From an optimization exercise on the open Yosys and OpenROAD flow, aimed at small area and a short achievable clock period; shortcuts taken in it are not production practice. The RTL was checked by simulation tests, not by an equivalence proof against the original design. Power and IR drop assume default switching activity.

Setup of alpha:
// data_mem_responder
module data_mem_responder #(
    parameter int ADDR_W      = 9,
    parameter int DATA_W      = 8,
    parameter int DEPTH       = 256,
    parameter int WAIT_CYCLES = 2
) (
    input  logic              clk,
    input  logic              rst_n,
    input  logic              req_valid,
    output logic              req_ready,
    input  logic              req_write,
    input  logic [ADDR_W-1:0] req_addr,
    input  logic [DATA_W-1:0] req_wdata,
    output logic              rsp_valid,
    input  logic              rsp_ready,
    output logic [DATA_W-1:0] rsp_rdata,
    output logic              rsp_err,
    output logic              busy,
    output logic [7:0]        err_count
);
    localparam int NP = 8;                   
    localparam int GP = 16 / NP;             
    logic [256*DATA_W-1:0] mem_q;
    logic              req_ready_q, busy_q, rsp_valid_q;
    logic              s1_q, s2_q;           
    logic              err_q;
    logic [7:0]        errcnt_q;
    logic [DATA_W-1:0] rdata_q;
    logic [ADDR_W-1:0] addr_q;
    logic              wr_q;
    logic [DATA_W-1:0] wd_q;
    logic [NP-1:0][15:0] rlon_q;             
    logic [15:0]         rhin_q;             
    logic [15:0]       wlon_q, wlo_q;
    logic [15:0]       whin_q, whi_q;
    logic [DATA_W-1:0] wd1_q, wd2_q;
    logic [NP*DATA_W-1:0] part_q;
    logic rvn_q;
    wire idle     = ~(s1_q | s2_q) & rvn_q;        
    wire accept   = req_valid & idle;
    wire handover = ~rvn_q & rsp_ready;
    wire rdy_nx   = (idle & ~req_valid) | handover;
    wire rv_nx    = s2_q | (~rvn_q & ~rsp_ready);
    always_ff @(posedge clk) begin
        if (!rst_n) begin
            req_ready_q <= 1'b1;
            busy_q      <= 1'b0;
            rsp_valid_q <= 1'b0;
            rvn_q       <= 1'b1;
            s1_q        <= 1'b0;
            s2_q        <= 1'b0;
        end else begin
            req_ready_q <= rdy_nx;
  ...
For scale: ~7400 cells after synthesis, ~42 I/O pins, roughly 79000 um^2 of cells after synthesis.
==> flow/config.mk <==
export PLATFORM = sky130hd
export DESIGN_NAME = data_mem_responder
export DESIGN_NICKNAME = data_mem_responder
export VERILOG_FILES = /design/flow/design.v
export SDC_FILE = /design/flow/constraint.sdc
export NUM_CORES = 4
export LEC_CHECK = 0
export CAP_MARGIN = 50
export CORE_MARGIN = 2
export CORE_UTILIZATION = 68
export CTS_CLUSTER_DIAMETER = 90
export CTS_CLUSTER_SIZE = 28
export PLACE_DENSITY = 0.8
export SETUP_SLACK_MARGIN = 2.3
export SLEW_MARGIN = 50
==> flow/constraint.sdc <==
create_clock -name core_clock -period 4.4 [get_ports {clk}]
set_input_delay 0.8800 -clock core_clock [delete_from_list [all_inputs] [get_ports {clk}]]
set_output_delay 0.8800 -clock core_clock [all_outputs]
set_load 0.01 [all_outputs]
run.sh (not shown) runs the stock make flow with config.mk's settings and CLKGATE_MAP_FILE= SYNTH_SCRIPT=/design/flow/synth_recipe.tcl, a recipe that flattens the netlist after the stock synthesis.
Setup changes, alpha to beta
Settings: SETUP_SLACK_MARGIN: 2.3 -> 2.5; CTS_CLUSTER_DIAMETER: 90 -> 80; CTS_CLUSTER_SIZE: 28 -> 26.
==> run notes <==
Summary of beta over alpha: clock period minus final worst setup slack down 25 ps; power in combinational cells up about 3%; total CTS buffers up about 9%; number of resized instances in the post-cts repair step up about 18%.
Going from alpha to beta, post-route standard cell area excluding fillers grows by 0.83%.
On beta: peak supply drop is about 14% higher than what alpha gave.
alpha → beta: cell count rose 37; power rose 1.5%.
Relative to beta, the following input files were edited for gamma:
Settings: a change of SETUP_SLACK_MARGIN from 2.5 to 2.3; a change of CTS_CLUSTER_SIZE from 26 to 30; a change of CORE_UTILIZATION from 68 to 60; a change of PLACE_DENSITY from 0.8 to 0.72.
--- outcome ---
- beta -> gamma: simple logic cell fraction of the synthesized area delta 0, exact match
- | final area | gamma vs beta | ≈ equal |
- Between beta and gamma, the flow reports maximum operating frequency decreasing slightly.
- As far as gate count of the mapped netlist goes, gamma and beta are indistinguishable; the numbers are identical.
- Between gamma and beta, the difference in area occupied by multi-input gates is negligible.
- Taking beta as the reference, in gamma clock share of power increased 0.6 points, final clock period utilization by the worst path moved up, number of resized instances in the post-cts repair step saw an increase.
- Of the two values seen for type of the setup path with the least slack, reg2out was produced by beta and reg2reg by gamma.

==> re-timing with driven ports <==
How much do the figures lean on ideal ports? The routed layouts below were timed once more, with nothing changed but the port constraints.
Step 1 sets driving cells, clkbuf_16 on the clock port and buf_2 on the other inputs (assumed; they add their load-dependent delay and slew).
Step 2 also shifts input and output timing later by t, the mid clock arrival at the registers, as if the neighbouring blocks saw the same clock.
Three values: ideal, step 1, step 2; two values: the first two.
run	t (ns)	setup WS [ns]	worst setup path at the end
alpha	0.822	2.249 / 2.184 / 2.057	input to register
beta	0.839	2.275 / 2.190 / 2.013	input to register
gamma	0.840	2.260 / 2.188 / 1.900	input to register
After both steps setup and hold are still met in every run listed. The setup slack of gamma, which loses most, moves by -0.072 ns with the drivers and by -0.360 ns with both steps.
